Context: an optimization exercise on an open-source flow, tuned for small area. The choices shown serve that exercise and are no tape-out recipe.
At most, simulation tests tie the RTL to the original design; equivalence was not proved.
For runs 4 and 5, only the layout was checked, not whether the RTL still works.
Power is estimated from default activity; no workload was simulated.

`flow/run.sh`:
```
#!/bin/bash
# Own layout flow: the standard ORFS flow (standard.sh) with two changes.
#  - Synthesis is the standard flow's own script (synth_recipe.tcl), but the final ABC
#    technology mapping uses an area-oriented script (flow/area.abc) in
#    place of ORFS's abc_area.script. Registers are untouched (ABC maps
#    only the combinational logic).
#  - Port buffers are the smallest buffer cell (buf_1).
# Each tool's full output is in standard.log (make, yosys, openroad).
set -euo pipefail
W=$(pwd)
export FLOW_ABC_SCRIPT="$W/flow/area.abc"
export FLOW_SYNTH_TCL="$W/synth_recipe.tcl"
CTS_ARGS="-sink_clustering_enable -repair_clock_nets -sink_clustering_size 20 -sink_clustering_max_diameter 80 -buf_list sky130_fd_sc_hd__clkbuf_8 -dont_use_dummy_load"
bash standard.sh "SYNTH_SCRIPT=$W/flow/synth.tcl" "CTS_ARGS=$CTS_ARGS" \
    "BUFFER_PORTS_ARGS=-buffer_cell sky130_fd_sc_hd__buf_1" finish > standard.log 2>&1
```
`flow/area.abc`:
```
&get -n
&st
&syn2
&dch -f
&nf -R 1000
&put
topo
```
`flow/synth.tcl`:
```
# synth_recipe.tcl with one change: the abc call that maps the logic to
# cells runs flow/area.abc instead of the script ORFS passes with -script.
proc abc {args} {
  set i [lsearch -exact $args -script]
  if { $i >= 0 } { lset args [expr { $i + 1 }] $::env(FLOW_ABC_SCRIPT) }
  puts "abc wrapper: [join $args { }]"
  yosys abc {*}$args
}
source $::env(FLOW_SYNTH_TCL)
```
`standard.sh`:
```
#!/bin/bash
# synth_recipe.tcl (not shown) runs the flow's synth.tcl, then flattens the netlist and writes it again
# the make line also repeats each setting of config.mk as NAME=value (left out here)
make -C /OpenROAD-flow-scripts/flow DESIGN_CONFIG=/design/flow/config.mk WORK_HOME=/design/flow/orfs CLKGATE_MAP_FILE= SYNTH_SCRIPT=/design/flow/synth_recipe.tcl "${@:-finish}"
```
`config.mk`:
```
export PLATFORM = sky130hd
export DESIGN_NAME = ofm_maxpool_rx
export DESIGN_NICKNAME = ofm_maxpool_rx
export VERILOG_FILES = /design/flow/design.v
export SDC_FILE = /design/flow/constraint.sdc
export NUM_CORES = 4
export LEC_CHECK = 0
export ABC_AREA = 1
export CAP_MARGIN = 20
export CORE_MARGIN = 2
export CORE_UTILIZATION = 60
export CTS_BUF_LIST = sky130_fd_sc_hd__clkbuf_8
export CTS_CLUSTER_DIAMETER = 80
export CTS_CLUSTER_SIZE = 16
export SLEW_MARGIN = 20
```
`constraint.sdc`:
```
create_clock -name core_clock -period 10.0 [get_ports {clk}]
set_input_delay 2.0000 -clock core_clock [delete_from_list [all_inputs] [get_ports {clk}]]
set_output_delay 2.0000 -clock core_clock [all_outputs]
set_load 0.01 [all_outputs]
```
`design.v`:
```
package ofm_maxpool_rx_pkg;
    localparam int unsigned OFM_DW   = 36;
    localparam int unsigned OFM_N    = 5;
    localparam int unsigned NSQ      = OFM_N * OFM_N;
    localparam int unsigned PN       = OFM_N - 1;
    localparam int unsigned PNSQ     = PN * PN;
    localparam int unsigned WR_CNT_W = $clog2(NSQ);
    typedef enum logic [1:0] {
        S_IDLE    = 2'd0,
        S_CAPTURE = 2'd1,
        S_POOL    = 2'd2
    } state_t;
endpackage
module ofm_maxpool_rx_max4 #(
    parameter int unsigned DW = 36
) (
    input  logic [DW-1:0] i_a,
    input  logic [DW-1:0] i_b,
    input  logic [DW-1:0] i_c,
    input  logic [DW-1:0] i_d,
    output logic [DW-1:0] o_max
);
    logic [DW-1:0] w_ab;
    logic [DW-1:0] w_cd;
    always_comb begin
        w_ab  = (i_a >= i_b) ? i_a : i_b;
        w_cd  = (i_c >= i_d) ? i_c : i_d;
        o_max = (w_ab >= w_cd) ? w_ab : w_cd;
    end
endmodule
module ofm_maxpool_rx #(
    parameter int unsigned DW = ofm_maxpool_rx_pkg::OFM_DW,
    parameter int unsigned N  = ofm_maxpool_rx_pkg::OFM_N
) (
    input  logic          clk,
    input  logic          rst,
    input  logic          in_valid,
    input  logic [DW-1:0] In_OFM,
    output logic          busy,
    output logic          overrun,
    output logic          out_valid,
    output logic [DW-1:0] Out_Pool
);
    localparam int unsigned PN    = N - 1;
    localparam int unsigned NS    = PN * PN;
    localparam int unsigned IDX_W = $clog2(N);
    logic               r_pool;
    logic [IDX_W-1:0]   r_row, r_col;
    logic               r_busy, r_overrun, r_out_valid;
    logic [DW-1:0]      r_out_pool;
    logic [DW-1:0]      qn [NS];       
    logic w_pool_last, w_col0, w_col_end, w_row_end;
    logic w_shift, w_rot, w_fold_end, w_fold_prev;
    logic w_cap, w_s_gt_q0, w_s_gt_qt, w_s_gt_qp, w_take_s;
    logic [DW-1:0] w_hn;
    function automatic logic f_gt(input logic [DW-1:0] a, input logic [DW-1:0] bn);
        logic g;
        g = 1'b0;
        for (int i = 0; i < DW; i++)
            g = (a[i] & bn[i]) | (~(~a[i] & ~bn[i]) & g);
        f_gt = g;
    endfunction
    function automatic logic [IDX_W-1:0] f_inc(input logic [IDX_W-1:0] i);
        f_inc = '0;
        for (int k = 0; k < N - 1; k++)
            if (i == IDX_W'(k))
                f_inc = IDX_W'(k + 1);
    endfunction
    logic [IDX_W-1:0] w_row_inc, w_col_inc;
    assign w_row_inc   = f_inc(r_row);
    assign w_col_inc   = f_inc(r_col);
    assign w_col0      = (r_col == '0);
    assign w_col_end   = (r_col == IDX_W'(PN));
    assign w_row_end   = (r_row == IDX_W'(PN));
    assign w_pool_last = r_pool && (r_row == '0) && w_col0;
    assign w_cap       = !r_pool;
    assign w_shift     = r_pool || (in_valid && !w_col_end && !w_row_end);
    assign w_rot       = in_valid && w_row_end && !w_col_end;
    assign w_fold_end  = in_valid && w_col_end;
    assign w_fold_prev = w_cap && !w_col0;
    assign w_s_gt_q0 = f_gt(In_OFM, qn[0]);
    assign w_s_gt_qt = f_gt(In_OFM, qn[PN-1]);
    assign w_s_gt_qp = f_gt(In_OFM, qn[PN]);
    assign w_take_s  = w_fold_prev && w_s_gt_q0;
    always_ff @(posedge clk) begin
        if (w_shift || w_rot || (w_fold_end && w_s_gt_q0))
            qn[0] <= (w_rot && !w_s_gt_qt) ? qn[PN-1] : ~In_OFM;
        if (w_shift || w_rot)
            qn[1] <= w_take_s ? ~In_OFM : qn[0];
        for (int i = 2; i < PN; i++)
            if (w_shift || w_rot)
                qn[i] <= qn[i-1];
        if (w_shift || (w_fold_end && !w_row_end && w_s_gt_qp))
            qn[PN] <= (w_shift && !(w_cap && w_s_gt_qt)) ? qn[PN-1] : ~In_OFM;
        if (w_shift)
            qn[PN+1] <= (w_fold_prev && w_s_gt_qp) ? ~In_OFM : qn[PN];
        for (int i = PN + 2; i < NS; i++)
            if (w_shift)
                qn[i] <= qn[i-1];
    end
    always_ff @(posedge clk) begin
        if (rst) begin
            r_pool      <= 1'b0;
            r_row       <= '0;
            r_col       <= '0;
            r_busy      <= 1'b0;
            r_overrun   <= 1'b0;
            r_out_valid <= 1'b0;
            r_out_pool  <= '0;
        end else begin
            if (r_pool) begin
                if (w_pool_last) begin
                    r_pool <= 1'b0;
                    if (in_valid) r_col <= IDX_W'(1);
                end else if (r_col == IDX_W'(PN - 1)) begin
                    r_col <= '0;
                    r_row <= (r_row == IDX_W'(PN - 1)) ? '0 : w_row_inc;
                end else begin
                    r_col <= w_col_inc;
                end
            end else if (in_valid) begin
                if (w_col_end) begin
                    r_col <= '0;
                    if (w_row_end) begin
                        r_row  <= '0;
                        r_col  <= IDX_W'(1);
                        r_pool <= 1'b1;
                    end else begin
                        r_row <= w_row_inc;
                    end
                end else begin
                    r_col <= w_col_inc;
                end
            end
            r_busy      <= r_pool && !w_pool_last;
            r_overrun   <= r_pool && !w_pool_last && in_valid;
            r_out_valid <= r_pool;
            r_out_pool  <= r_pool ? ~qn[NS-1] : '0;
        end
    end
    assign busy      = r_busy;
    assign overrun   = r_overrun;
    assign out_valid = r_out_valid;
    assign Out_Pool  = r_out_pool;
endmodule
```
==> results.sh, run 1 <==
export IMPL_final_max_slew_viol_count=0
export IMPL_grt_antenna_before_repair=0
export IMPL_port_buffers=77
export IMPL_vias_per_cell=5.53
export IMPL_synthSimpleGateAreaFrac_pct=4.31
export IMPL_synth_compound_area_share_pct=8.25
export IMPL_synthArstFlopShare_pct=0
export IMPL_hold_class="reg -> reg"
export IMPL_area_growth_pct=7.24
export IMPL_drc=0
export IMPL_outcome="no timing/DRC/antenna violations"
export IMPL_setup_violations=0
export IMPL_syn_nets=1195
export IMPL_dr_pass1_iters=5
export IMPL_max_freq_mhz=135
export IMPL_cts_tree="yes"
export IMPL_crit_fanout=53
export IMPL_synth_area_leaders="edfxtp_1, dfxtp_1, o21ai_0"
export IMPL_tightest_slew_ns=1.04
export IMPL_synth_area_per_cell_um2=18.1
export IMPL_period_share_pct=73.9
export IMPL_dp_hpwl_um=15600
export IMPL_synth_top_cell_area_share_pct=82.8
export IMPL_synth_top_family_by_area="compound AO/OA/AOI/OAI gates"
export IMPL_crit_slowest_cell="and4_2"
export IMPL_total_leakage_power_nw=7.44
export IMPL_netSwitchingFraction_pct=20.2
export IMPL_fin_area_um2=22400
export IMPL_cts_htree_levels=2
export IMPL_grt_usage_pct=14.8
export IMPL_ys_ff_latch=622
export IMPL_powerDensity_nw_per_um2=194
export IMPL_clockRootBuffer="clkbuf_8"
export IMPL_hold_buffers=0
export IMPL_crit_top_cell="o21ai_0"
export IMPL_peakVddDrop_uv=107
export IMPL_most_common_layout_cells="edfxtp_1, o21ai_0, nand2_1, nor2_1, buf_1"
export IMPL_die_w_um=191
export IMPL_mostFrequentLayoutCell="edfxtp_1"
export IMPL_core_um2=34400
export IMPL_synth_flop_cell="edfxtp_1"
export IMPL_synth_area_mux_share_pct=0.0479
export IMPL_synth_top_area_cell="edfxtp_1"
export IMPL_n_antenna_cell=0
export IMPL_clock_path_buffers=3
export IMPL_die_y_um=191
export IMPL_synth_edff_count=576
export IMPL_reg2regPathDepth=31
export IMPL_ant_nets=0
export IMPL_ys_types=29
export IMPL_drive_gt1_share_pct=4.14
export IMPL_holdPathStages=1
export IMPL_skew_ns=0.0626
export IMPL_cts_buffers=37
export IMPL_cts_setup_buffers=0
export IMPL_syn_area_um2=20900
export IMPL_synthXorXnorAreaFrac_pct=0
export IMPL_critical_path_arrival_ns=7.61
export IMPL_seqPwrFrac_pct=72.0
export IMPL_ys_seq_area_share_pct=87.2
export IMPL_dieArea_um2=36300
export IMPL_synthAdderAreaFrac_pct=0.144
export IMPL_fin_nets=1322
export IMPL_fin_crit_ns=7.39
export IMPL_clk_latency_ns=0.56
export IMPL_rsz0062_at_grt="no"
export IMPL_holdWs_ns=0.401
export IMPL_drt_initial_drc_count=750
export IMPL_cts_resized=0
export IMPL_vias=9595
export IMPL_clock_power_share_pct=23.1
export IMPL_yosysWarnings=2
export IMPL_wirelength_um=26500
export IMPL_max_slew_margin_pct=30.7
export IMPL_slowest_delay_ns=0.92
export IMPL_p_switching_mw=0.881
export IMPL_p_int_mw=3.47
export IMPL_grt_pass1_wl_um=42900
export IMPL_placed_area_um2=21900
export IMPL_clk_pin_slew_worst_paths_ns=0.11
export IMPL_worstSetupPathType="in -> reg"
export IMPL_tns_ns=0
export IMPL_gp_congestion=0.791
export IMPL_drv_cap=0
export IMPL_final_hold_viol_count=0
export IMPL_postSynthCellCount=1156
export IMPL_endpoint_kind="flop"
export IMPL_pwr_share_comb_pct=4.9
export IMPL_grt_overflow=0
export IMPL_crit_required_ns=10.23
export IMPL_wl_per_cell_um=15.3
export IMPL_grt_pass1_vias=8620
export IMPL_grt_max_degree=184
export IMPL_start_util_pct=60.8
export IMPL_ios=78
export IMPL_row_count=68
export IMPL_start_kind="primary input"
export IMPL_cts_sinks=622
cell families (layout without fill, tap and decap cells):
logic type / count (synthesis) / in the layout
buf+inv: 1 / 126
flops: 622 / 622
simple gates: 231 / 231
compound gates: 298 / 298
fa+ha+maj: 3 / 3
mux: 1 / 1
area by class of cell:
| cell class | instances | area (um2) |
|---|---|---|
| flip-flops and latches | 622 | 18200 |
| fillers | 2379 | 12000 |
| multi-input cells | 533 | 2700 |
| well taps | 455 | 569 |
| clock buffers | 37 | 509 |
| repair buffers | 88 | 397 |
| inverters | 1 | 3.75 |
critical path, delay by kind of cell:
kind                   cells  cell delay (ns)
buffers and inverters      2             0.55
and+or+nand+nor            2             1.00
AOI/OAI and AO/OA         28             4.05
final timing paths:
kind	slack (ns)	startpoint	to
setup / recovery	2.61	In_OFM[1]	qn[0][1]
hold reg to reg	0.40	qn[15][1]	r_out_pool[1]
setup reg to reg	3.81	qn[3][1]	qn[0][1]
hold / removal	0.40	qn[15][1]	r_out_pool[1]
power by group through the flow:
stage               Clock [mW]  Sequential, mW  Combinational (mW)
finish                    1.01            3.14               0.213
global placement             0            3.19               0.206
floorplan                    0            3.18               0.149
CTS                       1.06            3.14               0.214
global route              1.15            3.16               0.246
detailed placement           0            3.20               0.213
per-layer routing:
layer	vias to the layer above	share of wire [%]	global-route usage [%]
met4	0	2.1	4.56
met5	-	0	0
li1	4753	-	-
met3	37	5.1	2.45
met1	4579	50	24.0
met2	226	43	20.8
synth_stat cells (2+ instances only):
cell and n:
nor2b_1 2, a211oi_1 2, nor2_1 90, edfxtp_1 576, o221ai_1 7, a31o_1 2, a21o_1 2, nand2_1 129
a22oi_1 25, a21oi_1 65, o22ai_1 37, dfxtp_1 46, nor3_1 2, a31oi_1 2, a221oi_1 16, maj3_1 3
a21boi_0 2, o21ai_0 134, and3_1 2, o211ai_1 3
stage by stage:
step / utilization (%) / cells / worst slack (ns) / power (mW)
4_1_cts: 65.1 / 1735 / 2.53 / 4.41
3_5_place_dp: 63.6 / 1698 / 2.00 / 3.41
6_report: 65.2 / 1736 / 2.61 / 4.36
2_1_floorplan: - / 1156 / -0.328 / 3.33
3_3_place_gp: 63.6 / 1698 / 2.16 / 3.39
5_1_grt: 65.2 / 1736 / 1.93 / 4.55
sequential cells by signal, indices dropped and copies added, names as in the netlist:
| register | flops |
|---|---|
| r_col | 3 |
| r_pool | 1 |
| qn | 576 |
| r_out_pool | 36 |
| r_overrun | 1 |
| r_row | 3 |
| r_out_valid | 1 |
| r_busy | 1 |
==> run 2, diff against run 1 <==
--- a/flow/run.sh
+++ b/flow/run.sh
@@ -11,5 +11,5 @@
 export FLOW_ABC_SCRIPT="$W/flow/area.abc"
 export FLOW_SYNTH_TCL="$W/synth_recipe.tcl"
-CTS_ARGS="-sink_clustering_enable -repair_clock_nets -sink_clustering_size 20 -sink_clustering_max_diameter 80 -buf_list sky130_fd_sc_hd__clkbuf_8 -dont_use_dummy_load"
+CTS_ARGS="-sink_clustering_enable -repair_clock_nets -sink_clustering_size 30 -sink_clustering_max_diameter 60 -buf_list sky130_fd_sc_hd__clkbuf_16 -dont_use_dummy_load"
 bash standard.sh "SYNTH_SCRIPT=$W/flow/synth.tcl" "CTS_ARGS=$CTS_ARGS" \
     "BUFFER_PORTS_ARGS=-buffer_cell sky130_fd_sc_hd__buf_1" finish > standard.log 2>&1
==> run 2 against run 1 <==
  * Still clean
  * Critical path depth unchanged
  * Worst hold slack worse by 0.013 ns
  * Non-clock buffer count did not move
  * Synthesized cell count unchanged
  * Count of clock-buffer cells in the layout is the same
  * Total power increased by 8.3%
  * Fmax about the same
  * Flip-flop and latch count is the same
  * Utilization grew 1.2 points
  * Sequential share of layout area fell by 1.5 points
  * Synthesized area is the same
  * Critical path type unchanged
  * Critical endpoint unchanged
==> results.sh, run 2 <==
export IMPL_outcome="no timing/DRC/antenna violations"
export IMPL_ys_seq_area_share_pct=87.2
export IMPL_seqCellArea_um2=18200
export IMPL_crit_start="In_OFM[1]"
export IMPL_grt_usage_pct=14.7
export IMPL_reg2reg_slack_ns=3.90
export IMPL_wl_per_cell_um=15.2
export IMPL_drive_gt1_share_pct=4.14
export IMPL_crit_top_cell="o21ai_0"
export IMPL_crit_fanout=53
export IMPL_wirelength_um=26400
export IMPL_ant_nets=0
export IMPL_pre_cts_ws_ns=2.00
export IMPL_wirelength_met1_um=13200
export IMPL_mostFrequentLayoutCell="edfxtp_1"
export IMPL_cts_buffers=37
export IMPL_ys_types=29
export IMPL_max_freq_mhz=135
export IMPL_period_share_pct=73.9
export IMPL_largest_register="qn"
export IMPL_synth_most_common_cell="edfxtp_1"
export IMPL_grt_pass1_wl_um=42900
export IMPL_place_inst=1698
export IMPL_clockRootBuffer="clkbuf_16"
export IMPL_cts_htree_levels=2
export IMPL_dr_pass1_iters=5
export IMPL_dieArea_um2=36300
export IMPL_area_growth_pct=9.23
export IMPL_drv_cap=0
export IMPL_critical_path_arrival_ns=7.62
export IMPL_die_w_um=191
export IMPL_syn_area_um2=20900
export IMPL_n_antenna_cell=0
export IMPL_worstSetupPathType="in -> reg"
export IMPL_hold_class="reg -> reg"
export IMPL_ios=78
export IMPL_yosysWarnings=2
export IMPL_skew_ns=0.0340
export IMPL_core_um2=34400
export IMPL_total_power_mw=4.72
export IMPL_rsz0062_at_grt="no"
export IMPL_port_buffers=77
export IMPL_vias=9606
export IMPL_top_layer_used="met4"
export IMPL_grt_max_degree=184
export IMPL_fin_crit_ns=7.39
export IMPL_clk_pin_slew_worst_paths_ns=0.08
export IMPL_tns_ns=0
export IMPL_grt_pass1_vias=8567
export IMPL_grt_antenna_before_repair=0
export IMPL_peakVddDrop_uv=133
export IMPL_ys_ff_latch=622
export IMPL_nFillCells=2337
export IMPL_setup_violations=0
export IMPL_r2r_start="qn[3][1]"
export IMPL_start_util_pct=60.8
export IMPL_cts_tree="yes"
export IMPL_vias_per_cell=5.53
export IMPL_clk_latency_ns=0.53
export IMPL_crit_required_ns=10.24
export IMPL_multi_input_comb_area_um2=2700
export IMPL_synth_edff_count=576
export IMPL_slowest_delay_ns=0.91
export IMPL_cts_setup_buffers=0
export IMPL_synth_top_area_cell="edfxtp_1"
export IMPL_gp_congestion=0.791
export IMPL_fin_nets=1322
export IMPL_max_slew_margin_pct=37.4
export IMPL_clock_path_buffers=3
export IMPL_start_kind="primary input"
export IMPL_total_leakage_power_nw=7.63
export IMPL_postSynthCellCount=1156
export IMPL_synth_flop_cell="edfxtp_1"
export IMPL_synth_top_cell_area_share_pct=82.8
export IMPL_largest_register_ff_count=576
export IMPL_wl_met2_um=11300
export IMPL_final_hold_viol_count=0
export IMPL_yosys_top_cells_count="edfxtp_1, o21ai_0, nand2_1"
export IMPL_met3_length_um=1350
export IMPL_hold_buffers=0
export IMPL_drt_initial_drc_count=696
export IMPL_drc=0
export IMPL_syn_nets=1195
export IMPL_final_max_slew_viol_count=0
export IMPL_grt_overflow=0
export IMPL_top_regs="qn: 576 flops, r_out_pool: 36 flops"
export IMPL_cts_sinks=622
export IMPL_tightest_slew_ns=0.938
export IMPL_dp_hpwl_um=15600
export IMPL_synth_area_per_cell_um2=18.1
export IMPL_most_common_layout_cells="edfxtp_1, o21ai_0, nand2_1, nor2_1, buf_1"
export IMPL_min_from="qn[2][17]"
export IMPL_synth_area_leaders="edfxtp_1, dfxtp_1, o21ai_0"
export IMPL_synthArstFlopShare_pct=0
export IMPL_setup_ws_ns=2.61
export IMPL_cts_resized=0
export IMPL_powerDensity_nw_per_um2=207
export IMPL_row_count=68
export IMPL_endpoint_kind="flop"
export IMPL_die_y_um=191
export IMPL_crit_slowest_cell="and4_2"
export IMPL_fin_cells=1736
## run 2: cell count changes in the layout (fill, tap and decap cells not counted)
cell,change
clkbuf_16,+37
clkbuf_8,-37
## run 2: routing by layer
layer | vias to the layer above | track usage, %
li1 | 4756 | -
met1 | 4591 | 23.8
met2 | 216 | 20.8
met3 | 43 | 2.71
met4 | 0 | 4.38
met5 | - | 0
## run 2: final timing paths
| kind | to | cells after the start |
|---|---|---|
| hold reg to reg | qn[3][17] | 0 |
| setup reg to reg | qn[0][1] | 31 |
| setup / recovery | qn[0][1] | 32 |
| hold / removal | qn[3][17] | 0 |
## run 2: metrics by stage
stage          util [%]  area (um2)  hold WS, ns
6_report           66.4       22800        0.389
5_1_grt            66.4       22800        0.398
4_1_cts            66.3       22800        0.393
3_5_place_dp       63.6       21900        0.388
3_3_place_gp       63.6       21900        0.385
2_1_floorplan         -       20900        0.385
## run 2: power breakdown
part	switching (mW)	internal (mW)
combinational	0.147	0.0655
sequential	0.0653	3.07
clock	0.708	0.659
## run 2: layout make-up
type                            instances  area share, %
Tap cell                              455           2.50
Inverter                                1         0.0165
Multi-Input combinational cell        533           11.8
Sequential cell                       622           79.9
Clock buffer                           37           4.06
Timing Repair Buffer                   88           1.74
## run 2: kinds of logic (layout without fill, tap and decap cells)
logic type / after synthesis / count (layout) / synth area share [%]
AO/OA/AOI/OAI: 298 / 298 / 8.25
adder cells (fa/ha/maj): 3 / 3 / 0.144
buffers and inverters: 1 / 126 / 0.0180
flip-flops: 622 / 622 / 87.2
multiplexers: 1 / 1 / 0.0479
AND/OR/NAND/NOR: 231 / 231 / 4.31
## run 2: critical path: cells and delay by family
family | cells | cell delay, ns
compound gates | 28 | 4.04
simple gates | 2 | 0.99
buf+inv | 2 | 0.55
==> run 3, diff against run 2 <==
--- a/flow/run.sh
+++ b/flow/run.sh
@@ -11,5 +11,5 @@
 export FLOW_ABC_SCRIPT="$W/flow/area.abc"
 export FLOW_SYNTH_TCL="$W/synth_recipe.tcl"
-CTS_ARGS="-sink_clustering_enable -repair_clock_nets -sink_clustering_size 30 -sink_clustering_max_diameter 60 -buf_list sky130_fd_sc_hd__clkbuf_16 -dont_use_dummy_load"
+CTS_ARGS="-sink_clustering_enable -repair_clock_nets -sink_clustering_size 10 -sink_clustering_max_diameter 40 -buf_list sky130_fd_sc_hd__clkbuf_4 -dont_use_dummy_load"
 bash standard.sh "SYNTH_SCRIPT=$W/flow/synth.tcl" "CTS_ARGS=$CTS_ARGS" \
     "BUFFER_PORTS_ARGS=-buffer_cell sky130_fd_sc_hd__buf_1" finish > standard.log 2>&1
==> run 3 against run 2 <==
  * Still clean
  * Critical path type unchanged
  * Fmax rose by 3.1%
  * Largest cell class unchanged
  * Register-to-register slack about the same
  * Synthesized area is the same
==> results.sh, run 3 <==
export IMPL_outcome="no timing/DRC/antenna violations"
export IMPL_clock_path_buffers=3
export IMPL_start_util_pct=60.8
export IMPL_yosys_top_cells_count="edfxtp_1, o21ai_0, nand2_1"
export IMPL_total_power_mw=4.41
export IMPL_worstSetupPathType="in -> reg"
export IMPL_synthSimpleGateAreaFrac_pct=4.31
export IMPL_holdWs_ns=0.375
export IMPL_synth_compound_area_share_pct=8.25
export IMPL_area_growth_pct=7.58
export IMPL_port_buffers=77
export IMPL_row_count=68
export IMPL_utilization_pct=65.4
export IMPL_cts_resized=0
export IMPL_die_y_um=191
export IMPL_fin_cells=1777
export IMPL_skew_ns=0.0544
export IMPL_met2_usage_pct=21.0
export IMPL_drv_cap=0
export IMPL_ant_nets=0
export IMPL_grt_max_degree=184
export IMPL_synth_top_cell_area_share_pct=82.8
export IMPL_max_slew_margin_pct=35.8
export IMPL_start_kind="primary input"
export IMPL_synth_area_mux_share_pct=0.0479
export IMPL_most_common_layout_cells="edfxtp_1, o21ai_0, nand2_1, nor2_1"
export IMPL_tns_ns=0
export IMPL_dieArea_um2=36300
export IMPL_cts_tree="yes"
export IMPL_core_um2=34400
export IMPL_grt_util_met3_pct=3.81
export IMPL_hold_buffers=0
export IMPL_ios=78
export IMPL_peakVddDrop_uv=117
export IMPL_total_leakage_power_nw=7.53
export IMPL_netSwitchingFraction_pct=20.8
export IMPL_period_share_pct=71.6
export IMPL_mostFrequentLayoutCell="edfxtp_1"
export IMPL_drive_gt1_share_pct=7.04
export IMPL_setup_violations=0
export IMPL_synthArstFlopShare_pct=0
export IMPL_grt_usage_pct=15.3
export IMPL_final_max_slew_viol_count=0
export IMPL_setup_ws_ns=2.84
export IMPL_synthAdderAreaFrac_pct=0.144
export IMPL_clk_pin_slew_worst_paths_ns=0.10
export IMPL_cts_sinks=622
export IMPL_yosysWarnings=2
export IMPL_final_hold_viol_count=0
export IMPL_synth_top_area_cell="edfxtp_1"
export IMPL_crit_required_ns=10.42
export IMPL_rsz0062_at_grt="no"
export IMPL_synth_most_common_cell="edfxtp_1"
export IMPL_cts_setup_buffers=0
export IMPL_reg2regPathDepth=31
export IMPL_p_int_mw=3.49
export IMPL_grt_overflow=0
export IMPL_busiest_layer="met1"
export IMPL_drt_initial_drc_count=686
export IMPL_grt_met1_usage_pct=23.6
export IMPL_wirelength_um=27100
export IMPL_min_from="qn[6][19]"
export IMPL_grt_pass1_vias=8985
export IMPL_r2r_start="qn[3][1]"
export IMPL_slowest_delay_ns=0.90
export IMPL_ys_types=29
export IMPL_clock_power_share_pct=24.0
export IMPL_holdPathStages=0
export IMPL_dr_pass1_iters=7
export IMPL_critical_path_arrival_ns=7.58
export IMPL_reg2reg_slack_ns=3.91
export IMPL_cts_buffers=77
export IMPL_postSynthCellCount=1156
export IMPL_seqPwrFrac_pct=71.1
export IMPL_synth_area_leaders="edfxtp_1, dfxtp_1, o21ai_0"
export IMPL_grt_pass1_wl_um=43900
export IMPL_synthXorXnorAreaFrac_pct=0
export IMPL_pwr_share_comb_pct=4.8
export IMPL_synth_edff_count=576
export IMPL_powerDensity_nw_per_um2=196
export IMPL_crit_slowest_cell="and4_2"
export IMPL_placed_area_um2=21900
export IMPL_vias_per_cell=5.52
export IMPL_synth_top_family_by_area="compound AO/OA/AOI/OAI gates"
export IMPL_ys_seq_area_share_pct=87.2
export IMPL_pre_cts_ws_ns=2.00
export IMPL_largest_register_ff_count=576
export IMPL_fin_crit_ns=7.16
export IMPL_crit_top_cell="o21ai_0"
export IMPL_synth_area_per_cell_um2=18.1
export IMPL_grt_antenna_before_repair=1
export IMPL_largest_register="qn"
export IMPL_max_freq_mhz=140
export IMPL_p_switching_mw=0.917
export IMPL_r2r_end="qn[0][7]"
export IMPL_tightest_slew_ns=0.963
export IMPL_cts_htree_levels=3
export IMPL_die_w_um=191
export IMPL_syn_nets=1195
export IMPL_fin_nets=1362
export IMPL_dp_hpwl_um=15600
export IMPL_hold_class="reg -> reg"
export IMPL_syn_area_um2=20900
export IMPL_top_regs="qn: 576 flops, r_out_pool: 36 flops"
export IMPL_place_inst=1698
export IMPL_synth_flop_cell="edfxtp_1"
export IMPL_gp_congestion=0.791
export IMPL_drc=0
export IMPL_nFillCells=2410
export IMPL_clockRootBuffer="clkbuf_4"
export IMPL_vias=9814
export IMPL_clk_latency_ns=0.72
export IMPL_fin_area_um2=22500
export IMPL_hold_end="qn[7][19]"
export IMPL_wl_per_cell_um=15.3
export IMPL_ys_ff_latch=622
export IMPL_endpoint_kind="flop"
export IMPL_crit_fanout=53
-- run 3: cell type report --
type                    count  area [um2]  share of cell area, %
diodes                      1        2.50                 0.0111
clock buffers              77         578                   2.57
inverters                   1        3.75                 0.0167
multi-input cells         533        2700                   12.0
flip-flops and latches    622       18200                   81.1
well taps                 455         569                   2.53
repair buffers             88         397                   1.77
-- run 3: worst max-delay path: cells and delay by family --
kind                   cells  cell delay [ns]
buffers and inverters      2             0.55
and+or+nand+nor            2             0.98
AOI/OAI and AO/OA         28             4.00
-- run 3: worst max-delay path by stage --
stage	from	to	slack, ns	cells past startpoint
floorplan	in_valid	qn[4][0]	-0.33	4
global placement	In_OFM[1]	qn[1][1]	2.16	33
detailed placement	In_OFM[1]	qn[1][1]	2.00	33
CTS	In_OFM[1]	qn[1][8]	2.80	33
global route	In_OFM[2]	qn[0][5]	2.17	32
finish	In_OFM[1]	qn[0][7]	2.84	32
-- run 3: routing by layer --
| layer | vias up | wire [um] |
|---|---|---|
| met5 | - | 0 |
| met4 | 0 | 622 |
| met3 | 56 | 1650 |
| met2 | 241 | 11400 |
| met1 | 4654 | 13400 |
| li1 | 4863 | - |
-- run 3: logic make-up after synthesis --
group	count (synthesis)
DFF	622
adders and majority gates	3
AOI/OAI and AO/OA	298
buffers and inverters	1
and+or+nand+nor	231
muxes	1
-- run 3: power groups by stage --
stage               combinational, mW  sequential [mW]  clock [mW]
global placement                0.206             3.19           0
floorplan                       0.149             3.18           0
detailed placement              0.213             3.20           0
global route                    0.246             3.16        1.23
finish                          0.213             3.14        1.06
CTS                             0.214             3.14        1.13
==> run 4, diff against run 3 <==
--- a/design.v
+++ b/design.v
@@ -44,11 +44,10 @@
     localparam int unsigned PN    = N - 1;
     localparam int unsigned NS    = PN * PN;
-    localparam int unsigned IDX_W = $clog2(N);
-    logic               r_pool;
+    localparam int unsigned IDX_W = $clog2(N + 1);
     logic [IDX_W-1:0]   r_row, r_col;
     logic               r_busy, r_overrun, r_out_valid;
     logic [DW-1:0]      r_out_pool;
     logic [DW-1:0]      qn [NS];       
-    logic w_pool_last, w_col0, w_col_end, w_row_end;
+    logic w_pool, w_pool_last, w_col0, w_col_end, w_row_end;
     logic w_shift, w_rot, w_fold_end, w_fold_prev;
     logic w_cap, w_s_gt_q0, w_s_gt_qt, w_s_gt_qp, w_take_s;
@@ -66,4 +65,6 @@
             if (i == IDX_W'(k))
                 f_inc = IDX_W'(k + 1);
+        if (i == IDX_W'(N))
+            f_inc = IDX_W'(2);
     endfunction
     logic [IDX_W-1:0] w_row_inc, w_col_inc;
@@ -73,7 +74,8 @@
     assign w_col_end   = (r_col == IDX_W'(PN));
     assign w_row_end   = (r_row == IDX_W'(PN));
-    assign w_pool_last = r_pool && (r_row == '0) && w_col0;
-    assign w_cap       = !r_pool;
-    assign w_shift     = r_pool || (in_valid && !w_col_end && !w_row_end);
+    assign w_pool      = r_busy || (r_col == IDX_W'(N));
+    assign w_pool_last = w_pool && (r_row == '0) && w_col0;
+    assign w_cap       = !w_pool;
+    assign w_shift     = w_pool || (in_valid && !w_col_end && !w_row_end);
     assign w_rot       = in_valid && w_row_end && !w_col_end;
     assign w_fold_end  = in_valid && w_col_end;
@@ -101,5 +103,4 @@
     always_ff @(posedge clk) begin
         if (rst) begin
-            r_pool      <= 1'b0;
             r_row       <= '0;
             r_col       <= '0;
@@ -109,7 +110,6 @@
             r_out_pool  <= '0;
         end else begin
-            if (r_pool) begin
+            if (w_pool) begin
                 if (w_pool_last) begin
-                    r_pool <= 1'b0;
                     if (in_valid) r_col <= IDX_W'(1);
                 end else if (r_col == IDX_W'(PN - 1)) begin
@@ -124,6 +124,5 @@
                     if (w_row_end) begin
                         r_row  <= '0;
-                        r_col  <= IDX_W'(1);
-                        r_pool <= 1'b1;
+                        r_col  <= IDX_W'(N);
                     end else begin
                         r_row <= w_row_inc;
@@ -133,8 +132,8 @@
                 end
             end
-            r_busy      <= r_pool && !w_pool_last;
-            r_overrun   <= r_pool && !w_pool_last && in_valid;
-            r_out_valid <= r_pool;
-            r_out_pool  <= r_pool ? ~qn[NS-1] : '0;
+            r_busy      <= w_pool && !w_pool_last;
+            r_overrun   <= w_pool && !w_pool_last && in_valid;
+            r_out_valid <= w_pool;
+            r_out_pool  <= w_pool ? ~qn[NS-1] : '0;
         end
     end
--- a/flow/run.sh
+++ b/flow/run.sh
@@ -11,5 +11,5 @@
 export FLOW_ABC_SCRIPT="$W/flow/area.abc"
 export FLOW_SYNTH_TCL="$W/synth_recipe.tcl"
-CTS_ARGS="-sink_clustering_enable -repair_clock_nets -sink_clustering_size 10 -sink_clustering_max_diameter 40 -buf_list sky130_fd_sc_hd__clkbuf_4 -dont_use_dummy_load"
+CTS_ARGS="-sink_clustering_enable -repair_clock_nets -sink_clustering_size 18 -sink_clustering_max_diameter 80 -buf_list sky130_fd_sc_hd__clkbuf_8 -dont_use_dummy_load"
 bash standard.sh "SYNTH_SCRIPT=$W/flow/synth.tcl" "CTS_ARGS=$CTS_ARGS" \
     "BUFFER_PORTS_ARGS=-buffer_cell sky130_fd_sc_hd__buf_1" finish > standard.log 2>&1
==> run 4 against run 3 <==
  * Combinational power is 2% lower
  * Final cell count is 2.1% lower
  * Routed wire length is 2.9% lower
  * Flip-flop and latch count is 1 lower
  * Design area is 0.16% lower
  * Sequential power hardly changed
  * Largest power group unchanged
==> results.sh, run 4 <==
export IMPL_clockRootBuffer="clkbuf_8"
export IMPL_total_leakage_power_nw=7.42
export IMPL_seqPwrFrac_pct=71.8
export IMPL_area_growth_pct=7.45
export IMPL_fin_nets=1325
export IMPL_wirelength_um=26300
export IMPL_drive_gt1_share_pct=4.28
export IMPL_netSwitchingFraction_pct=20.1
export IMPL_grt_pass1_wl_um=42600
export IMPL_crit_fanout=70
export IMPL_ios=78
export IMPL_period_share_pct=71.5
export IMPL_max_slew_margin_pct=28.4
export IMPL_mostFrequentLayoutCell="edfxtp_1"
export IMPL_die_w_um=191
export IMPL_rsz0062_at_grt="no"
export IMPL_clk_pin_slew_worst_paths_ns=0.11
export IMPL_endpoint_kind="flop"
export IMPL_pre_cts_ws_ns=2.21
export IMPL_final_hold_viol_count=0
export IMPL_crit_required_ns=10.24
export IMPL_pwr_share_comb_pct=4.8
export IMPL_cts_setup_buffers=0
export IMPL_grt_util_met3_pct=2.41
export IMPL_die_y_um=191
export IMPL_skew_ns=0.0457
export IMPL_synth_top_area_cell="edfxtp_1"
export IMPL_largest_register="qn"
export IMPL_syn_nets=1196
export IMPL_vias=9606
export IMPL_hold_buffers=0
export IMPL_peakVddDrop_uv=126
export IMPL_grt_met1_usage_pct=23.0
export IMPL_ys_seq_area_share_pct=87.2
export IMPL_yosysWarnings=2
export IMPL_clk_latency_ns=0.56
export IMPL_clock_path_buffers=3
export IMPL_synth_edff_count=576
export IMPL_synth_area_leaders="edfxtp_1, dfxtp_1, o21ai_0"
export IMPL_powerDensity_nw_per_um2=196
export IMPL_p_switching_mw=0.883
export IMPL_synth_top_cell_area_share_pct=82.8
export IMPL_p_int_mw=3.50
export IMPL_nFillCells=2388
export IMPL_syn_area_um2=20900
export IMPL_grt_usage_pct=14.6
export IMPL_synth_flop_cell="edfxtp_1"
export IMPL_synth_most_common_cell="edfxtp_1"
export IMPL_grt_antenna_before_repair=0
export IMPL_busiest_layer="met1"
export IMPL_drt_initial_drc_count=801
export IMPL_grt_max_degree=207
export IMPL_top_regs="qn: 576 flops, r_out_pool: 36 flops"
export IMPL_clock_power_share_pct=23.5
export IMPL_setup_ws_ns=2.85
export IMPL_postSynthCellCount=1157
export IMPL_worstSetupPathType="in -> reg"
export IMPL_start_util_pct=60.7
export IMPL_dp_hpwl_um=15100
export IMPL_ys_types=29
export IMPL_crit_top_cell="o21ai_0"
export IMPL_gp_congestion=0.774
export IMPL_most_common_layout_cells="edfxtp_1, o21ai_0, nand2_1, buf_1, nor2_1"
export IMPL_port_buffers=77
export IMPL_tightest_slew_ns=1.07
export IMPL_n_antenna_cell=0
export IMPL_drv_cap=0
export IMPL_setup_violations=0
export IMPL_outcome="no timing/DRC/antenna violations"
export IMPL_cts_buffers=40
export IMPL_max_freq_mhz=140
export IMPL_grt_overflow=0
export IMPL_final_max_slew_viol_count=0
export IMPL_cts_htree_levels=2
export IMPL_crit_slowest_cell="buf_4"
export IMPL_largest_register_ff_count=576
export IMPL_synthArstFlopShare_pct=0
export IMPL_yosys_top_cells_count="edfxtp_1, o21ai_0, nand2_1"
export IMPL_fin_crit_ns=7.15
export IMPL_ys_ff_latch=621
export IMPL_hold_class="reg -> reg"
export IMPL_synth_area_per_cell_um2=18.0
export IMPL_total_power_mw=4.39
export IMPL_start_kind="primary input"
export IMPL_tns_ns=0
export IMPL_utilization_pct=65.3
export IMPL_slowest_delay_ns=0.51
export IMPL_dr_pass1_iters=5
export IMPL_dieArea_um2=36300
export IMPL_wl_per_cell_um=15.1
export IMPL_cts_resized=0
export IMPL_core_um2=34400
export IMPL_cts_tree="yes"
export IMPL_grt_pass1_vias=8573
export IMPL_met2_usage_pct=21.4
export IMPL_row_count=68
export IMPL_ant_nets=0
export IMPL_drc=0
export IMPL_critical_path_arrival_ns=7.40
export IMPL_cts_sinks=621
export IMPL_vias_per_cell=5.52
## run 4: critical path: cells and delay by family
kind | cells | cell delay (ns)
AO/OA/AOI/OAI | 26 | 3.58
buffers and inverters | 2 | 0.72
adder cells (fa/ha/maj) | 2 | 0.70
AND/OR/NAND/NOR | 4 | 0.35
## run 4: path summary, 6_finish.rpt
check,start,end,slack [ns],cells past startpoint
worst min-delay path,qn[2][0],qn[3][0],0.37,0
worst max register to register,qn[3][2],qn[0][4],4.06,33
worst min register to register,qn[2][0],qn[3][0],0.37,0
worst max-delay path,In_OFM[2],qn[0][4],2.85,34
## run 4: metal layers
layer	part of all wire, %	vias up	wire (um)
met3	5.0	46	1330
met2	44	190	11700
met1	48	4614	12700
met5	0	-	0
met4	2.4	0	629
li1	-	4756	-
## run 4: kinds of logic after synthesis
group                    count (synthesis)  share of synthesized area, %
adder cells (fa/ha/maj)                  3                         0.144
flip-flops                             621                          87.2
AND/OR/NAND/NOR                        236                          4.39
AO/OA/AOI/OAI                          295                          8.24
multiplexers                             1                        0.0479
buffers and inverters                    1                        0.0180
## run 4: power by group through the flow
| stage | combinational (mW) | sequential, mW | clock (mW) |
|---|---|---|---|
| global route | 0.244 | 3.17 | 1.17 |
| floorplan | 0.145 | 3.20 | 0 |
| global placement | 0.205 | 3.19 | 0 |
| CTS | 0.212 | 3.15 | 1.09 |
| finish | 0.209 | 3.15 | 1.03 |
| detailed placement | 0.212 | 3.21 | 0 |
## run 4: final cells by class
| cell class | count | area (um2) | share of cell area (%) |
|---|---|---|---|
| repair buffers | 87 | 393 | 1.75 |
| clock buffers | 40 | 551 | 2.45 |
| well taps | 455 | 569 | 2.54 |
| inverters | 1 | 3.75 | 0.0167 |
| multi-input cells | 535 | 2720 | 12.1 |
| flip-flops and latches | 621 | 18200 | 81.1 |
## run 4: per-stage QoR
stage / instance area, um2 / cells / hold WS [ns]
after floorplan: 20900 / 1157 / 0.385
after detailed placement: 21900 / 1699 / 0.389
after global placement: 21900 / 1699 / 0.385
final: 22400 / 1739 / 0.374
after global routing: 22400 / 1739 / 0.373
after CTS: 22400 / 1739 / 0.382
==> run 5, diff against run 4 <==
--- a/flow/run.sh
+++ b/flow/run.sh
@@ -11,5 +11,5 @@
 export FLOW_ABC_SCRIPT="$W/flow/area.abc"
 export FLOW_SYNTH_TCL="$W/synth_recipe.tcl"
-CTS_ARGS="-sink_clustering_enable -repair_clock_nets -sink_clustering_size 18 -sink_clustering_max_diameter 80 -buf_list sky130_fd_sc_hd__clkbuf_8 -dont_use_dummy_load"
+CTS_ARGS="-sink_clustering_enable -repair_clock_nets -sink_clustering_size 12 -sink_clustering_max_diameter 50 -buf_list sky130_fd_sc_hd__clkbuf_4 -dont_use_dummy_load"
 bash standard.sh "SYNTH_SCRIPT=$W/flow/synth.tcl" "CTS_ARGS=$CTS_ARGS" \
     "BUFFER_PORTS_ARGS=-buffer_cell sky130_fd_sc_hd__buf_1" finish > standard.log 2>&1
==> run 5 against run 4 <==
  * First-iteration DRC count fell by 18%
  * Non-clock buffer count unchanged
  * Combinational power hardly changed
  * Largest cell class unchanged
  * Still clean
==> results.sh, run 5 <==
export IMPL_reg2regPathDepth=33
export IMPL_grt_usage_pct=15.2
export IMPL_synth_flop_cell="edfxtp_1"
export IMPL_syn_nets=1196
export IMPL_start_util_pct=60.7
export IMPL_p_int_mw=3.41
export IMPL_top_regs="qn: 576 flops, r_out_pool: 36 flops"
export IMPL_skew_ns=0.0479
export IMPL_seqCellArea_um2=18200
export IMPL_netSwitchingFraction_pct=20.9
export IMPL_clock_path_buffers=3
export IMPL_peakVddDrop_uv=105
export IMPL_vias_per_cell=5.51
export IMPL_synth_edff_count=576
export IMPL_powerDensity_nw_per_um2=193
export IMPL_cts_setup_buffers=0
export IMPL_crit_required_ns=10.48
export IMPL_crit_slowest_cell="buf_4"
export IMPL_hold_class="reg -> reg"
export IMPL_crit_top_cell="o21ai_0"
export IMPL_final_max_slew_viol_count=0
export IMPL_ys_ff_latch=621
export IMPL_cts_resized=0
export IMPL_cts_tree="yes"
export IMPL_fin_nets=1343
export IMPL_endpoint_kind="flop"
export IMPL_final_hold_viol_count=0
export IMPL_total_power_mw=4.31
export IMPL_clk_latency_ns=0.79
export IMPL_synth_top_cell_area_share_pct=82.8
export IMPL_start_kind="primary input"
export IMPL_yosys_top_cells_count="edfxtp_1, o21ai_0, nand2_1"
export IMPL_synthArstFlopShare_pct=0
export IMPL_rsz0062_at_grt="no"
export IMPL_cts_buffers=58
export IMPL_wl_per_cell_um=15.3
export IMPL_ys_types=29
export IMPL_crit_fanout=70
export IMPL_holdWs_ns=0.387
export IMPL_core_um2=34400
export IMPL_cp_num_buf_inv=2
export IMPL_area_growth_pct=6.91
export IMPL_critical_path_arrival_ns=7.41
export IMPL_p_switching_mw=0.901
export IMPL_clock_power_share_pct=22.1
export IMPL_mostFrequentLayoutCell="edfxtp_1"
export IMPL_total_leakage_power_nw=7.40
export IMPL_gp_congestion=0.774
export IMPL_dieArea_um2=36300
export IMPL_cts_htree_levels=2
export IMPL_yosysWarnings=2
export IMPL_holdPathStages=1
export IMPL_nFillCells=2410
export IMPL_utilization_pct=64.9
export IMPL_hold_buffers=0
export IMPL_clk_pin_slew_worst_paths_ns=0.11
export IMPL_ios=78
export IMPL_ys_seq_area_share_pct=87.2
export IMPL_largest_register="qn"
export IMPL_dp_hpwl_um=15100
export IMPL_drive_gt1_share_pct=5.61
export IMPL_tns_ns=0
export IMPL_drv_cap=0
export IMPL_wirelength_um=26900
export IMPL_worstSetupPathType="in -> reg"
export IMPL_place_inst=1699
export IMPL_largest_register_ff_count=576
export IMPL_synth_top_area_cell="edfxtp_1"
export IMPL_grt_pass1_wl_um=43600
export IMPL_slowest_delay_ns=0.51
export IMPL_drc=0
export IMPL_max_freq_mhz=144
export IMPL_synth_most_common_cell="edfxtp_1"
export IMPL_port_buffers=77
export IMPL_grt_overflow=0
export IMPL_drt_initial_drc_count=655
export IMPL_multi_input_comb_area_um2=2720
export IMPL_crit_family="compound AO/OA/AOI/OAI gates"
export IMPL_seqPwrFrac_pct=73.0
export IMPL_grt_antenna_before_repair=1
export IMPL_grt_pass1_vias=8738
export IMPL_fin_crit_ns=6.94
export IMPL_synth_area_leaders="edfxtp_1, dfxtp_1, o21ai_0"
export IMPL_dr_pass1_iters=5
export IMPL_ant_nets=0
export IMPL_die_w_um=191
export IMPL_max_slew_margin_pct=30.8
export IMPL_clockRootBuffer="clkbuf_4"
export IMPL_most_common_layout_cells="edfxtp_1, o21ai_0, nand2_1, buf_1, nor2_1"
export IMPL_cts_sinks=621
export IMPL_setup_violations=0
export IMPL_row_count=68
export IMPL_grt_max_degree=207
export IMPL_die_y_um=191
export IMPL_fin_cells=1758
export IMPL_cp_depth=34
export IMPL_outcome="no timing/DRC/antenna violations"
export IMPL_syn_area_um2=20900
export IMPL_synth_area_per_cell_um2=18.0
export IMPL_period_share_pct=69.4
export IMPL_tightest_slew_ns=1.04
export IMPL_vias=9690
export IMPL_pwr_share_comb_pct=4.8
export IMPL_postSynthCellCount=1157
[run 5: cell counts after synthesis]
No cell type changed its count.
[run 5: layer usage]
layer,wire (um),vias up,part of all wire (%),GRT usage [%]
li1,-,4815,-,-
met1,12800,4592,48,23.2
met2,11700,226,44,21.6
met3,1580,57,5.9,3.31
met4,686,0,2.6,6.50
met5,0,-,0,0
[run 5: cell type report]
class                   instances  area share (%)
diodes                          1          0.0112
clock buffers                  58            1.95
inverters                       1          0.0168
multi-input cells             535            12.2
flip-flops and latches        621            81.5
well taps                     455            2.55
repair buffers                 87            1.76
[run 5: final timing paths]
kind                                  from              to  slack [ns]
worst max-delay path             In_OFM[2]        qn[0][1]        3.06
worst min-delay path            qn[15][18]  r_out_pool[18]        0.39
worst max register to register    qn[3][2]        qn[0][1]        4.04
worst min register to register  qn[15][18]  r_out_pool[18]        0.39
[run 5: through the flow]
stage	cell area (um2)	setup WS, ns
finish	22300	3.06
global route	22300	2.32
CTS	22300	3.08
detailed placement	21900	2.21
global placement	21900	2.36
floorplan	20900	-2.50
[run 5: power by group through the flow]
stage	clock, mW	sequential, mW	combinational (mW)
2_1_floorplan	0	3.20	0.145
4_1_cts	1.01	3.15	0.212
3_5_place_dp	0	3.21	0.212
6_report	0.953	3.15	0.209
3_3_place_gp	0	3.19	0.205
5_1_grt	1.11	3.17	0.244
[run 5: worst register-to-register path: cells and delay by family (launching register included)]
kind	cells	cell delay [ns]
and+or+nand+nor	4	0.35
adders and majority gates	2	0.70
DFF	1	0.47
buffers and inverters	1	0.51
AOI/OAI and AO/OA	26	3.64
[run 5: cells by family (layout without fill, tap and decap cells)]
| logic type | count (synthesis) | after routing | synth area share, % |
|---|---|---|---|
| flops | 621 | 621 | 87.2 |
| compound gates | 295 | 295 | 8.24 |
| simple gates | 236 | 236 | 4.39 |
| fa+ha+maj | 3 | 3 | 0.144 |
| mux | 1 | 1 | 0.0479 |
| buf+inv | 1 | 146 | 0.0180 |
| other cells | 0 | 1 | 0 |
==> run 6, diff against run 5 <==
--- a/design.v
+++ b/design.v
@@ -52,5 +52,4 @@
     logic w_shift, w_rot, w_fold_end, w_fold_prev;
     logic w_cap, w_s_gt_q0, w_s_gt_qt, w_s_gt_qp, w_take_s;
-    logic [DW-1:0] w_hn;
     function automatic logic f_gt(input logic [DW-1:0] a, input logic [DW-1:0] bn);
         logic g;
--- a/flow/run.sh
+++ b/flow/run.sh
@@ -11,5 +11,5 @@
 export FLOW_ABC_SCRIPT="$W/flow/area.abc"
 export FLOW_SYNTH_TCL="$W/synth_recipe.tcl"
-CTS_ARGS="-sink_clustering_enable -repair_clock_nets -sink_clustering_size 12 -sink_clustering_max_diameter 50 -buf_list sky130_fd_sc_hd__clkbuf_4 -dont_use_dummy_load"
+CTS_ARGS="-sink_clustering_enable -repair_clock_nets -sink_clustering_size 11 -sink_clustering_max_diameter 45 -buf_list sky130_fd_sc_hd__clkbuf_4 -dont_use_dummy_load"
 bash standard.sh "SYNTH_SCRIPT=$W/flow/synth.tcl" "CTS_ARGS=$CTS_ARGS" \
     "BUFFER_PORTS_ARGS=-buffer_cell sky130_fd_sc_hd__buf_1" finish > standard.log 2>&1
==> run 6 against run 5 <==
  * Critical path type unchanged
  * Largest power group unchanged
  * Final cell count up 0.51%
  * Worst hold slack improved by 0.011 ns
  * Via count increased by 0.25%
  * Sequential share of layout area decreased by 0.25 points
  * Design area grew 0.30%
  * Count of clock-buffer cells in the layout up 9
  * Synthesized area did not move
  * Clock skew decreased by 0.022 ns
  * Total power grew 1.2%
  * First-iteration DRC count rose by 9.2%
  * Critical path depth unchanged
  * Routed wire length grew 0.16%
==> results.sh, run 6 <==
export IMPL_ant_nets=0
export IMPL_grt_usage_pct=15.3
export IMPL_max_slew_margin_pct=28.1
export IMPL_crit_fanout=70
export IMPL_max_freq_mhz=143
export IMPL_drv_cap=0
export IMPL_final_max_slew_viol_count=0
export IMPL_synth_top_cell_area_share_pct=82.8
export IMPL_worstSetupPathType="in -> reg"
export IMPL_cts_resized=0
export IMPL_min_from="qn[1][17]"
export IMPL_cts_tree="yes"
export IMPL_fin_nets=1352
export IMPL_crit_required_ns=10.43
export IMPL_r2r_start="qn[3][2]"
export IMPL_rsz0062_at_grt="no"
export IMPL_fin_crit_ns=7.01
export IMPL_endpoint_kind="flop"
export IMPL_core_um2=34400
export IMPL_synth_area_leaders="edfxtp_1, dfxtp_1, o21ai_0"
export IMPL_ios=78
export IMPL_total_leakage_power_nw=7.45
export IMPL_grt_pass1_wl_um=43500
export IMPL_outcome="no timing/DRC/antenna violations"
export IMPL_yosys_top_cells_count="edfxtp_1, o21ai_0, nand2_1"
export IMPL_dr_pass1_iters=5
export IMPL_cts_htree_levels=3
export IMPL_die_y_um=191
export IMPL_clockRootBuffer="clkbuf_4"
export IMPL_crit_slowest_cell="buf_4"
export IMPL_crit_top_cell="o21ai_0"
export IMPL_cts_buffers=67
export IMPL_largest_register="qn"
export IMPL_wirelength_um=26900
export IMPL_hold_buffers=0
export IMPL_dp_hpwl_um=15100
export IMPL_dieArea_um2=36300
export IMPL_ys_ff_latch=621
export IMPL_most_common_layout_cells="edfxtp_1, o21ai_0, nand2_1, buf_1, clkbuf_4"
export IMPL_largest_register_ff_count=576
export IMPL_ys_types=29
export IMPL_final_hold_viol_count=0
export IMPL_synthArstFlopShare_pct=0
export IMPL_die_w_um=191
export IMPL_reg2regPathDepth=33
export IMPL_area_growth_pct=7.23
export IMPL_row_count=68
export IMPL_wl_per_cell_um=15.2
export IMPL_grt_max_degree=207
export IMPL_tightest_slew_ns=1.08
export IMPL_gp_congestion=0.774
export IMPL_holdPathStages=0
export IMPL_synth_area_per_cell_um2=18.0
export IMPL_ys_seq_area_share_pct=87.2
export IMPL_start_util_pct=60.7
export IMPL_fin_area_um2=22400
export IMPL_hold_class="reg -> reg"
export IMPL_top_regs="qn: 576 flops, r_out_pool: 36 flops"
export IMPL_clock_path_buffers=3
export IMPL_synth_edff_count=576
export IMPL_vias_per_cell=5.50
export IMPL_clk_latency_ns=0.71
export IMPL_tns_ns=0
export IMPL_clk_pin_slew_worst_paths_ns=0.11
export IMPL_cts_sinks=621
export IMPL_syn_area_um2=20900
export IMPL_crit_start="In_OFM[2]"
export IMPL_vias=9714
export IMPL_drt_initial_drc_count=715
export IMPL_cts_setup_buffers=0
export IMPL_period_share_pct=70.1
export IMPL_grt_pass1_vias=8845
export IMPL_port_buffers=77
export IMPL_slowest_delay_ns=0.51
export IMPL_critical_path_arrival_ns=7.44
export IMPL_start_kind="primary input"
export IMPL_grt_overflow=0
export IMPL_yosysWarnings=2
export IMPL_mostFrequentLayoutCell="edfxtp_1"
export IMPL_grt_antenna_before_repair=1
export IMPL_synth_most_common_cell="edfxtp_1"
export IMPL_synth_flop_cell="edfxtp_1"
export IMPL_synth_top_area_cell="edfxtp_1"
export IMPL_setup_violations=0
export IMPL_peakVddDrop_uv=118
export IMPL_drc=0
export IMPL_postSynthCellCount=1157
export IMPL_drive_gt1_share_pct=6.25
export IMPL_powerDensity_nw_per_um2=195
export IMPL_placed_area_um2=21900
export IMPL_skew_ns=0.0258
export IMPL_syn_nets=1196
-- run 6: cell counts after synthesis --
Identical to the previous run, type by type.
-- run 6: cell families (layout without fill, tap and decap cells) --
group | count (synthesis) | count (layout) | synth area share, %
DFF | 621 | 621 | 87.2
AOI/OAI and AO/OA | 295 | 295 | 8.24
and+or+nand+nor | 236 | 236 | 4.39
adders and majority gates | 3 | 3 | 0.144
muxes | 1 | 1 | 0.0479
buffers and inverters | 1 | 155 | 0.0180
other | 0 | 1 | 0
-- run 6: area by class of cell --
class,count,area (um2)
clock buffers,67,503
diodes,1,2.50
flip-flops and latches,621,18200
repair buffers,87,393
well taps,455,569
inverters,1,3.75
fillers,2439,12000
multi-input cells,535,2720
-- run 6: metrics by stage --
stage | util [%] | instances | hold WS, ns | power (mW) | worst slack [ns]
floorplan | - | 1157 | 0.385 | 3.35 | -2.50
global placement | 63.6 | 1699 | 0.385 | 3.40 | 2.36
detailed placement | 63.6 | 1699 | 0.389 | 3.42 | 2.21
CTS | 65.1 | 1766 | 0.391 | 4.44 | 3.02
global route | 65.1 | 1767 | 0.398 | 4.58 | 2.28
finish | 65.1 | 1767 | 0.398 | 4.36 | 2.99
-- run 6: per-layer routing --
layer / wire length (um) / GRT usage (%)
met1: 13000 / 23.1
met5: 0 / 0
met2: 11800 / 21.6
met4: 662 / 6.68
met3: 1500 / 3.55
-- run 6: worst max-delay path, delay by kind of cell --
family,cells,cell delay (ns)
AND/OR/NAND/NOR,4,0.35
adder cells (fa/ha/maj),2,0.70
buffers and inverters,2,0.71
AO/OA/AOI/OAI,26,3.63
-- run 6: report_power, final --
group	internal [mW]	leakage, nW	switching [mW]	total, mW
Combinational	0.0630	1.11	0.146	0.209
Clock	0.311	0.308	0.693	1.00
Sequential	3.08	6.03	0.0689	3.15
Total	3.45	7.45	0.908	4.36
-- run 6: path summary, 6_finish.rpt --
kind / to / slack, ns
max: qn[0][2] / 2.99
min: qn[2][17] / 0.40
max reg2reg: qn[0][2] / 4.05
min reg2reg: qn[2][17] / 0.40
==> run 7, diff against run 6 <==
==> flow/run.sh (replaced) <==
#!/bin/bash
# Own layout flow: the standard ORFS flow (standard.sh) with three changes.
#  - Synthesis is the standard flow's own script (synth_recipe.tcl), but the final ABC
#    technology mapping runs an area-oriented script (flow/area.abc) in
#    place of the one ORFS passes (flow/synth.tcl). Registers are untouched:
#    ABC maps only the combinational logic.
#  - Port buffers are the smallest buffer cell (buf_1).
#  - Clock tree: small clusters of clkbuf_4 leaf buffers, no dummy loads.
# make's output, with yosys's and openroad's, goes to standard.log here;
# ORFS also keeps each step's full log under orfs/logs/.
set -euo pipefail
W=$(pwd)
export FLOW_ABC_SCRIPT="$W/flow/area.abc"
export FLOW_SYNTH_TCL="$W/synth_recipe.tcl"
CTS_ARGS="-sink_clustering_enable -repair_clock_nets -sink_clustering_size 12 -sink_clustering_max_diameter 30 -buf_list sky130_fd_sc_hd__clkbuf_4 -dont_use_dummy_load"
bash standard.sh "SYNTH_SCRIPT=$W/flow/synth.tcl" "CTS_ARGS=$CTS_ARGS" \
    "BUFFER_PORTS_ARGS=-buffer_cell sky130_fd_sc_hd__buf_1" finish > standard.log 2>&1
--- a/config.mk
+++ b/config.mk
@@ -10,6 +10,3 @@
 export CORE_MARGIN = 2
 export CORE_UTILIZATION = 60
-export CTS_BUF_LIST = sky130_fd_sc_hd__clkbuf_8
-export CTS_CLUSTER_DIAMETER = 80
-export CTS_CLUSTER_SIZE = 16
 export SLEW_MARGIN = 20
==> run 7 against run 6 <==
  * Still clean on timing, DRC and antenna
  * First-iteration DRC count decreased by 3.1%
  * Global-route usage up 0.14 points
  * Routed wire length up 0.22%
  * Design area up 1.3%
  * Utilization rose by 0.83 points
  * Flip-flop and latch count unchanged
  * Largest cell class unchanged
  * Highest routed layer unchanged
==> results.sh, run 7 <==
export IMPL_outcome="no timing/DRC/antenna violations"
export IMPL_peakVddDrop_uv=113
export IMPL_drc=0
export IMPL_synth_top_cell_area_share_pct=82.8
export IMPL_dr_pass1_iters=5
export IMPL_grt_antenna_before_repair=1
export IMPL_fin_crit_ns=6.99
export IMPL_row_count=68
export IMPL_synth_top_family_by_area="compound AO/OA/AOI/OAI gates"
export IMPL_fin_cells=1805
export IMPL_clockRootBuffer="clkbuf_4"
export IMPL_fin_nets=1390
export IMPL_largest_register="qn"
export IMPL_ant_nets=0
export IMPL_crit_slowest_cell="buf_4"
export IMPL_synth_area_leaders="edfxtp_1, dfxtp_1, o21ai_0"
export IMPL_critical_path_arrival_ns=7.45
export IMPL_synth_area_per_cell_um2=18.0
export IMPL_yosysWarnings=2
export IMPL_hold_class="reg -> reg"
export IMPL_drt_initial_drc_count=693
export IMPL_cts_tree="yes"
export IMPL_tns_ns=0
export IMPL_reg2reg_slack_ns=4.02
export IMPL_syn_nets=1196
export IMPL_worstSetupPathType="in -> reg"
export IMPL_start_kind="primary input"
export IMPL_area_growth_pct=8.60
export IMPL_vias_per_cell=5.49
export IMPL_die_w_um=191
export IMPL_cts_setup_buffers=0
export IMPL_max_slew_margin_pct=30.6
export IMPL_synthAdderAreaFrac_pct=0.144
export IMPL_max_freq_mhz=143
export IMPL_slowest_delay_ns=0.50
export IMPL_powerDensity_nw_per_um2=201
export IMPL_synthSimpleGateAreaFrac_pct=4.39
export IMPL_cts_buffers=105
export IMPL_synthArstFlopShare_pct=0
export IMPL_most_common_layout_cells="edfxtp_1, o21ai_0, nand2_1, clkbuf_4, buf_1"
export IMPL_holdWs_ns=0.337
export IMPL_clk_pin_slew_worst_paths_ns=0.08
export IMPL_crit_top_cell="o21ai_0"
export IMPL_clk_latency_ns=0.76
export IMPL_cts_htree_levels=3
export IMPL_crit_required_ns=10.47
export IMPL_ys_seq_area_share_pct=87.2
export IMPL_drv_cap=0
export IMPL_gp_congestion=0.774
export IMPL_ys_types=29
export IMPL_synth_flop_cell="edfxtp_1"
export IMPL_skew_ns=0.0731
export IMPL_setup_ws_ns=3.01
export IMPL_cts_resized=0
export IMPL_endpoint_kind="flop"
export IMPL_die_y_um=191
export IMPL_largest_register_ff_count=576
export IMPL_yosys_top_cells_count="edfxtp_1, o21ai_0, nand2_1"
export IMPL_ios=78
export IMPL_place_inst=1699
export IMPL_synth_most_common_cell="edfxtp_1"
export IMPL_synth_area_mux_share_pct=0.0479
export IMPL_grt_pass1_wl_um=44100
export IMPL_wl_per_cell_um=14.9
export IMPL_ys_ff_latch=621
export IMPL_synthXorXnorAreaFrac_pct=0
export IMPL_grt_max_degree=207
export IMPL_crit_fanout=70
export IMPL_final_max_slew_viol_count=0
export IMPL_top_regs="qn: 576 flops, r_out_pool: 36 flops"
export IMPL_postSynthCellCount=1157
export IMPL_period_share_pct=69.9
export IMPL_hold_buffers=0
export IMPL_nFillCells=2400
export IMPL_rsz0062_at_grt="no"
export IMPL_synth_top_area_cell="edfxtp_1"
export IMPL_setup_violations=0
export IMPL_mostFrequentLayoutCell="edfxtp_1"
export IMPL_dieArea_um2=36300
export IMPL_tightest_slew_ns=1.04
export IMPL_grt_overflow=0
export IMPL_fin_area_um2=22700
export IMPL_placed_area_um2=21900
export IMPL_pre_cts_ws_ns=2.21
export IMPL_grt_usage_pct=15.4
export IMPL_core_um2=34400
export IMPL_synth_compound_area_share_pct=8.24
export IMPL_grt_pass1_vias=9131
export IMPL_synth_edff_count=576
export IMPL_vias=9916
export IMPL_port_buffers=77
export IMPL_final_hold_viol_count=0
export IMPL_wirelength_um=27000
export IMPL_total_leakage_power_nw=7.62
export IMPL_syn_area_um2=20900
export IMPL_clock_path_buffers=3
export IMPL_cts_sinks=621
export IMPL_drive_gt1_share_pct=8.90
export IMPL_dp_hpwl_um=15100
export IMPL_start_util_pct=60.7
run 7: area by class of cell:
cell class              count  area [um2]  area share [%]
well taps                 455         569            2.51
repair buffers             87         393            1.73
inverters                   1        3.75          0.0166
clock buffers             105         788            3.48
multi-input cells         535        2720            12.0
flip-flops and latches    621       18200            80.3
diodes                      1        2.50          0.0110
run 7: layer usage:
metal,GRT usage [%],vias up,part of all wire [%]
met5,0,-,0
met4,6.95,0,2.0
met3,4.20,49,5.9
met2,21.8,238,44
met1,22.8,4688,48
li1,-,4941,-
run 7: logic make-up after synthesis:
| kind of cell | Yosys count |
|---|---|
| flops | 621 |
| mux | 1 |
| fa+ha+maj | 3 |
| buf+inv | 1 |
| compound gates | 295 |
| simple gates | 236 |
run 7: where the power goes:
part | leakage, nW | switching [mW] | internal [mW] | total, mW
combinational | 1.11 | 0.146 | 0.0630 | 0.209
clock | 0.483 | 0.726 | 0.478 | 1.20
sequential | 6.03 | 0.0690 | 3.08 | 3.15
run 7: final timing paths:
path | startpoint | to | cells past startpoint
setup / recovery | In_OFM[2] | qn[0][2] | 34
hold / removal | qn[15][17] | r_out_pool[17] | 1
setup reg to reg | qn[3][2] | qn[0][2] | 33
hold reg to reg | qn[15][17] | r_out_pool[17] | 1
run 7: per-stage QoR:
stage / total power, mW / utilization, %
2_1_floorplan: 3.35 / -
3_3_place_gp: 3.40 / 63.6
3_5_place_dp: 3.42 / 63.6
4_1_cts: 4.64 / 65.9
5_1_grt: 4.80 / 66.0
6_report: 4.56 / 66.0
run 7: worst max-delay path, delay by kind of cell:
kind	cells	cell delay, ns
buffers and inverters	2	0.71
and+or+nand+nor	4	0.35
adders and majority gates	2	0.70
AOI/OAI and AO/OA	26	3.63

[re-timing with driven ports]
The results above use ideal ports. As a check the final layouts listed here were re-extracted and re-timed, cells and wires unchanged.
Step 1: set_driving_cell puts a clkbuf_16 on clk and a buf_2 on each other input, an assumption about the parent block.
Step 2 also shifts input and output timing later by t, the mid clock arrival at the registers, as if the neighbouring blocks saw the same clock.
a / b / c = ideal / step 1 / step 2; a / b = the first two.
| run | t, ns | setup slack, ns | latest minus earliest clock arrival (ns) | slew at the worst register clock pin (ns) |
|---|---|---|---|---|
| run 1 | 0.578 | 2.613 / 2.640 / 2.062 | 0.063 / 0.062 | 0.12 / 0.12 |
| run 2 | 0.566 | 2.615 / 2.647 / 2.081 | 0.039 / 0.039 | 0.10 / 0.10 |
| run 3 | 0.732 | 2.838 / 2.865 / 2.133 | 0.059 / 0.060 | 0.10 / 0.10 |
| run 4 | 0.582 | 2.847 / 2.872 / 2.290 | 0.050 / 0.050 | 0.11 / 0.11 |
| run 5 | 0.823 | 3.062 / 3.089 / 2.266 | 0.059 / 0.059 | 0.12 / 0.12 |
| run 6 | 0.750 | 2.989 / 3.016 / 2.267 | 0.041 / 0.041 | 0.11 / 0.11 |
| run 7 | 0.766 | 3.011 / 3.038 / 2.272 | 0.090 / 0.090 | 0.11 / 0.11 |
After both steps every run listed still meets setup and hold. The setup slack of run 5, which loses most, moves by +0.027 ns with the drivers and by -0.796 ns with both steps.
